Background: an optimization exercise with open tools, aiming at small area. Do not read the settings as production practice. At most, simulation tests tie the RTL to the original design; equivalence was not proved.

Setup of v6:
==> flow/design.v <==
`timescale 1ns/1ps
package spram_pkg;
    localparam int data_width = 32;
    localparam int byte_width = 8;                          
    localparam int num_lanes  = data_width / byte_width;
    localparam int mem_depth  = 64;
    localparam int addr_width = $clog2(mem_depth);
    localparam int max_read_latency = 4;
    typedef logic [addr_width-1:0] addr_t;
    typedef logic [data_width-1:0] data_t;
    typedef logic [num_lanes-1:0]  lane_mask_t;
    localparam data_t read_reset_value = '0;
    typedef enum logic [1:0] {
        wm_read_first,                                      
        wm_write_first,                                     
        wm_no_change                                        
    } write_mode_e;
endpackage
`timescale 1ns/1ps
module spram_we_grp (
    input  logic ena,
    input  logic lane,
    input  logic hi,
    output logic grp_n
);
    assign grp_n = !(ena && lane && hi);
endmodule
module spram_we_gate (
    input  logic lo_n,
    input  logic grp_n,
    output logic we
);
    assign we = !(lo_n || grp_n);
endmodule
module spram_port_ctrl (
    input  logic                                                 ena,
    input  spram_pkg::lane_mask_t                                wb_lanes,
    input  logic [7:0]                                           wb_hi,
    input  logic [7:0]                                           wb_lo_n,
    output logic [spram_pkg::mem_depth*spram_pkg::num_lanes-1:0] lane_we    
);
    logic [8*spram_pkg::num_lanes-1:0] grp_n;
    for (genvar j = 0; j < 8; j++) begin : g_hi
        for (genvar l = 0; l < spram_pkg::num_lanes; l++) begin : g_lane
            spram_we_grp u_grp (
                .ena   (ena),
                .lane  (wb_lanes[l]),
                .hi    (wb_hi[j]),
                .grp_n (grp_n[j*spram_pkg::num_lanes+l])
            );
            for (genvar i = 0; i < 8; i++) begin : g_lo
                spram_we_gate u_gate (
                    .lo_n  (wb_lo_n[i]),
                    .grp_n (grp_n[j*spram_pkg::num_lanes+l]),
                    .we    (lane_we[(j*8+i)*spram_pkg::num_lanes+l])
                );
            end
        end
    end
endmodule
`timescale 1ns/1ps
module spram_rd_sel (
    input  logic hi,
    input  logic lo,
    output logic sel_n
);
    assign sel_n = !(hi && lo);
endmodule
module spram_rd_pair (
    input  logic q0_n,
    input  logic sel0_n,
    input  logic q1_n,
    input  logic sel1_n,
    output logic hit
);
    assign hit = !((q0_n || sel0_n) && (q1_n || sel1_n));
endmodule
module spram_rd_nor4 (
    input  logic [3:0] hit,
    output logic       miss
);
    assign miss = !(|hit);
endmodule
module spram_rd_nand4 (
    input  logic [3:0] miss,
    output logic       hit
);
    assign hit = !(&miss);
endmodule
module spram_array (
    input  logic [spram_pkg::mem_depth*spram_pkg::data_width-1:0] mem_n,    
    input  logic [7:0]                                            rd_hi,
    input  logic [7:0]                                            rd_lo,
    output logic [2*spram_pkg::data_width-1:0]                    rd_half   
);
    localparam int DW = spram_pkg::data_width;
    logic [spram_pkg::mem_depth-1:0] sel_n;
    for (genvar w = 0; w < spram_pkg::mem_depth; w++) begin : g_sel
        spram_rd_sel u_sel (
            .hi    (rd_hi[w/8]),
            .lo    (rd_lo[w%8]),
            .sel_n (sel_n[w])
        );
    end
    for (genvar b = 0; b < DW; b++) begin : g_bit
        logic [31:0] hit;
        logic [7:0]  miss;
        for (genvar k = 0; k < 32; k++) begin : g_pair
            spram_rd_pair u_pair (
                .q0_n   (mem_n[(2*k)*DW+b]),
                .sel0_n (sel_n[2*k]),
                .q1_n   (mem_n[(2*k+1)*DW+b]),
                .sel1_n (sel_n[2*k+1]),
                .hit    (hit[k])
            );
        end
        for (genvar g = 0; g < 8; g++) begin : g_nor
            spram_rd_nor4 u_nor (
                .hit  (hit[4*g +: 4]),
                .miss (miss[g])
            );
        end
        for (genvar h = 0; h < 2; h++) begin : g_nand
            spram_rd_nand4 u_nand (
                .miss (miss[4*h +: 4]),
                .hit  (rd_half[h*DW+b])
            );
        end
    end
endmodule
`timescale 1ns/1ps
module spram_out_pipe (
    input  logic hit0,
    input  logic hit1,
    input  logic load,
    input  logic hold,
    input  logic q,
    output logic d
);
    assign d = (load && (hit0 || hit1)) || (hold && q);
endmodule
`timescale 1ns/1ps
module spram_top (
    input  logic                  clka,
    input  logic                  rsta,
    input  logic                  ena,
    input  spram_pkg::addr_t      addra,
    input  spram_pkg::data_t      dina,
    input  spram_pkg::lane_mask_t wea,
    input  logic                  regcea,
    output spram_pkg::data_t      douta
);
    localparam int DW = spram_pkg::data_width;
    localparam int BW = spram_pkg::byte_width;
    localparam int NL = spram_pkg::num_lanes;
    localparam int ND = spram_pkg::mem_depth;
    logic [DW-1:0] mem_n [0:ND-1];
    logic [7:0] req_lo;
    logic [7:0] req_hi;
    logic       rd_valid;      
    logic [DW-1:0]         wb_data_n;
    spram_pkg::lane_mask_t wb_lanes;
    logic [7:0] dec_lo;
    logic [7:0] dec_hi;
    always_comb begin
        for (int i = 0; i < 8; i++) begin
            dec_lo[i] = (addra[2:0] == 3'(i));
            dec_hi[i] = (addra[5:3] == 3'(i));
        end
    end
    always_ff @(posedge clka or posedge rsta) begin
        if (rsta) begin
            rd_valid <= 1'b0;
        end else if (ena) begin
            rd_valid <= 1'b1;
        end
    end
    always_ff @(posedge clka) begin
        if (ena) begin
            req_lo    <= dec_lo;
            req_hi    <= dec_hi;
            wb_data_n <= ~dina;
            wb_lanes  <= wea;
        end
    end
    logic [ND*NL-1:0] lane_we;
    spram_port_ctrl spram_port_ctrl_inst (
        .ena      (ena),
        .wb_lanes (wb_lanes),
        .wb_hi    (req_hi),
        .wb_lo_n  (~req_lo),
        .lane_we  (lane_we)
    );
    always_ff @(posedge clka) begin
        for (int w = 0; w < ND; w++) begin
            for (int i = 0; i < NL; i++) begin
                if (lane_we[w*NL+i]) begin
                    mem_n[w][i*BW +: BW] <= wb_data_n[i*BW +: BW];
                end
            end
        end
    end
    logic [ND*DW-1:0] mem_flat;
    logic [2*DW-1:0]  rd_half;
    always_comb begin
        for (int w = 0; w < ND; w++) begin
            mem_flat[w*DW +: DW] = mem_n[w];
        end
    end
    spram_array spram_array_inst (
        .mem_n   (mem_flat),
        .rd_hi   (req_hi),
        .rd_lo   (req_lo),
        .rd_half (rd_half)
    );
    logic [DW-1:0] dout_next;
    for (genvar b = 0; b < DW; b++) begin : g_out
        spram_out_pipe u_out (
            .hit0   (rd_half[b]),
            .hit1   (rd_half[DW+b]),
            .load   (regcea && rd_valid),
            .hold   (!regcea),
            .q      (douta[b]),
            .d      (dout_next[b])
        );
    end
    always_ff @(posedge clka or posedge rsta) begin
        if (rsta) begin
            douta <= spram_pkg::read_reset_value;
        end else begin
            douta <= dout_next;
        end
    end
endmodule
clock: 3.2 ns
lec_check: 0
cap_margin: 20
core_margin: 2
core_utilization: 60
cts_buf_list: sky130_fd_sc_hd__clkbuf_8
cts_cluster_diameter: 60
cts_cluster_size: 18
place_density: 0.72
setup_slack_margin: 0.3
slew_margin: 20
synth_hierarchical: 1
standard.sh (not shown) runs the stock make flow with config.mk's settings and CLKGATE_MAP_FILE= SYNTH_SCRIPT=/design/flow/synth_recipe.tcl, a recipe that flattens the netlist after the stock synthesis.
==> flow/flow/run.sh <==
#!/bin/bash
# Own layout flow: the standard flow, with the combinational gates of
# the synthesis netlist sized by fanout before floorplan and the output
# ports buffered with the smallest buffer after global placement.
set -euo pipefail
W=$(pwd)
bash standard.sh synth > "$W/flow_synth.log" 2>&1
bash standard.sh finish PRE_FLOORPLAN_TCL="$W/flow/downsize.tcl" \
  POST_GLOBAL_PLACE_TCL="$W/flow/outbuf.tcl" > "$W/flow_finish.log" 2>&1
==> flow/flow/downsize.tcl <==
# Sourced by ORFS at the start of floorplan (PRE_FLOORPLAN_TCL): size every
# combinational gate by the fanout of its output, smallest drive for a
# fanout up to 5, drive 2 up to 16, drive 4 above. The flow's own repair
# later sizes up what timing needs.
set db [ord::get_db]
set block [ord::get_db_block]
set n 0
foreach inst [$block getInsts] {
  set name [[$inst getMaster] getName]
  if {![regexp {^(sky130_fd_sc_hd__(nor|nand|and|or|o|a)[0-9a-z]*)_([0-9]+)$} $name -> base kind drive]} {
    continue
  }
  set fanout 0
  foreach it [$inst getITerms] {
    if {[$it isOutputSignal]} {
      set net [$it getNet]
      if {$net ne "NULL"} {
        set fanout [expr {[llength [$net getITerms]] - 1 + [llength [$net getBTerms]]}]
      }
    }
  }
  set want 1
  if {$fanout > 16} {
    set want 4
  } elseif {$fanout > 5} {
    set want 2
  }
  set m "NULL"
  for {set d $want} {$d >= 1 && $m eq "NULL"} {incr d -1} {
    set m [$db findMaster ${base}_$d]
  }
  if {$m ne "NULL" && [$m getName] ne $name} {
    $inst swapMaster $m
    incr n
  }
}
puts "downsize: $n gates resized by fanout"
==> flow/flow/outbuf.tcl <==
# Sourced by ORFS at the end of global placement (POST_GLOBAL_PLACE_TCL):
# the buffer that drives each output port becomes the smallest buffer.
# Input ports keep the delay buffer that the standard flow gives them.
set db [ord::get_db]
set block [ord::get_db_block]
set small [$db findMaster sky130_fd_sc_hd__buf_1]
set n 0
foreach bt [$block getBTerms] {
  if {[$bt getIoType] ne "OUTPUT"} { continue }
  set net [$bt getNet]
  if {$net eq "NULL"} { continue }
  foreach it [$net getITerms] {
    if {![$it isOutputSignal]} { continue }
    set inst [$it getInst]
    if {[[$inst getMaster] getName] eq "sky130_fd_sc_hd__clkdlybuf4s50_1"} {
      $inst swapMaster $small
      incr n
    }
  }
}
puts "outbuf: $n output port buffers set to buf_1"
Relative to v6, the following input files were edited for v7:
--- a/flow/design.v
+++ b/flow/design.v
@@ -66,15 +66,15 @@
 );
     assign sel_n = !(hi && lo);
 endmodule
 module spram_rd_pair (
-    input  logic q0_n,
+    input  logic q0,
     input  logic sel0_n,
-    input  logic q1_n,
+    input  logic q1,
     input  logic sel1_n,
     output logic hit
 );
-    assign hit = !((q0_n || sel0_n) && (q1_n || sel1_n));
+    assign hit = !((q0 || sel0_n) && (q1 || sel1_n));
 endmodule
 module spram_rd_nor4 (
     input  logic [3:0] hit,
     output logic       miss
@@ -87,31 +87,33 @@
 );
     assign hit = !(&miss);
 endmodule
 module spram_array (
-    input  logic [spram_pkg::mem_depth*spram_pkg::data_width-1:0] mem_n,    
+    input  logic [spram_pkg::mem_depth*spram_pkg::data_width-1:0] mem,    
     input  logic [7:0]                                            rd_hi,
     input  logic [7:0]                                            rd_lo,
     output logic [2*spram_pkg::data_width-1:0]                    rd_half   
 );
     localparam int DW = spram_pkg::data_width;
-    logic [spram_pkg::mem_depth-1:0] sel_n;
-    for (genvar w = 0; w < spram_pkg::mem_depth; w++) begin : g_sel
-        spram_rd_sel u_sel (
-            .hi    (rd_hi[w/8]),
-            .lo    (rd_lo[w%8]),
-            .sel_n (sel_n[w])
-        );
+    logic [spram_pkg::mem_depth-1:0] sel_n [0:1];
+    for (genvar c = 0; c < 2; c++) begin : g_copy
+        for (genvar w = 0; w < spram_pkg::mem_depth; w++) begin : g_sel
+            spram_rd_sel u_sel (
+                .hi    (rd_hi[w/8]),
+                .lo    (rd_lo[w%8]),
+                .sel_n (sel_n[c][w])
+            );
+        end
     end
     for (genvar b = 0; b < DW; b++) begin : g_bit
         logic [31:0] hit;
         logic [7:0]  miss;
         for (genvar k = 0; k < 32; k++) begin : g_pair
             spram_rd_pair u_pair (
-                .q0_n   (mem_n[(2*k)*DW+b]),
-                .sel0_n (sel_n[2*k]),
-                .q1_n   (mem_n[(2*k+1)*DW+b]),
-                .sel1_n (sel_n[2*k+1]),
+                .q0     (mem[(2*k)*DW+b]),
+                .sel0_n (sel_n[b/(DW/2)][2*k]),
+                .q1     (mem[(2*k+1)*DW+b]),
+                .sel1_n (sel_n[b/(DW/2)][2*k+1]),
                 .hit    (hit[k])
             );
         end
         for (genvar g = 0; g < 8; g++) begin : g_nor
@@ -136,9 +138,9 @@
     input  logic hold,
     input  logic q,
     output logic d
 );
-    assign d = (load && (hit0 || hit1)) || (hold && q);
+    assign d = (load && !(hit0 || hit1)) || (hold && q);
 endmodule
 `timescale 1ns/1ps
 module spram_top (
     input  logic                  clka,
@@ -153,13 +155,13 @@
     localparam int DW = spram_pkg::data_width;
     localparam int BW = spram_pkg::byte_width;
     localparam int NL = spram_pkg::num_lanes;
     localparam int ND = spram_pkg::mem_depth;
-    logic [DW-1:0] mem_n [0:ND-1];
+    logic [DW-1:0] mem [0:ND-1];
     logic [7:0] req_lo;
     logic [7:0] req_hi;
     logic       rd_valid;      
-    logic [DW-1:0]         wb_data_n;
+    logic [DW-1:0]         wb_data;
     spram_pkg::lane_mask_t wb_lanes;
     logic [7:0] dec_lo;
     logic [7:0] dec_hi;
     always_comb begin
@@ -178,9 +180,9 @@
     always_ff @(posedge clka) begin
         if (ena) begin
             req_lo    <= dec_lo;
             req_hi    <= dec_hi;
-            wb_data_n <= ~dina;
+            wb_data <= dina;
             wb_lanes  <= wea;
         end
     end
     logic [ND*NL-1:0] lane_we;
@@ -194,22 +196,22 @@
     always_ff @(posedge clka) begin
         for (int w = 0; w < ND; w++) begin
             for (int i = 0; i < NL; i++) begin
                 if (lane_we[w*NL+i]) begin
-                    mem_n[w][i*BW +: BW] <= wb_data_n[i*BW +: BW];
+                    mem[w][i*BW +: BW] <= wb_data[i*BW +: BW];
                 end
             end
         end
     end
     logic [ND*DW-1:0] mem_flat;
     logic [2*DW-1:0]  rd_half;
     always_comb begin
         for (int w = 0; w < ND; w++) begin
-            mem_flat[w*DW +: DW] = mem_n[w];
+            mem_flat[w*DW +: DW] = mem[w];
         end
     end
     spram_array spram_array_inst (
-        .mem_n   (mem_flat),
+        .mem     (mem_flat),
         .rd_hi   (req_hi),
         .rd_lo   (req_lo),
         .rd_half (rd_half)
     );
Notes after the runs:
met1 routed wirelength after detailed routing in v7 is about 2% below v6. Looking at fraction of cell area in non-clock buffers, v7 sits 0.83 points lower than v6 does. Summary of v7 over v6: final routed DRC violation total ~0 delta, pre-CTS setup slack +0.16 ns. Taking v6 as the reference, in v7 multi-input combinational area share ~0 delta, post-layout net count -67.
The RTL of v6 was laid out without a check of its function.

==> what the ideal ports hide <==
Ports are ideal in the flow. The routed layouts listed here were re-timed in OpenROAD.
Step 1 (the two cells are an assumption about what drives the block):
set clk [get_ports {clka}]
set_driving_cell -lib_cell sky130_fd_sc_hd__clkbuf_16 $clk
set_driving_cell -lib_cell sky130_fd_sc_hd__buf_2 [delete_from_list [all_inputs] $clk]
Step 2 times the ports against the registers' clock, not the clock port: input delays grow and output delays shrink by t, the midpoint of the rising clock arrivals with the driver on.
Slacks: ideal ports / drivers / drivers and shift; pairs: ideal ports / drivers.
run | shift t [ns] | setup WS [ns] | slew at the worst register clock pin (ns)
v6 | 0.973 | 0.140 / 0.140 / 0.140 | 0.11 / 0.11
v7 | 0.968 | 0.485 / 0.485 / 0.485 | 0.12 / 0.12
After both steps every run listed still meets setup and hold.
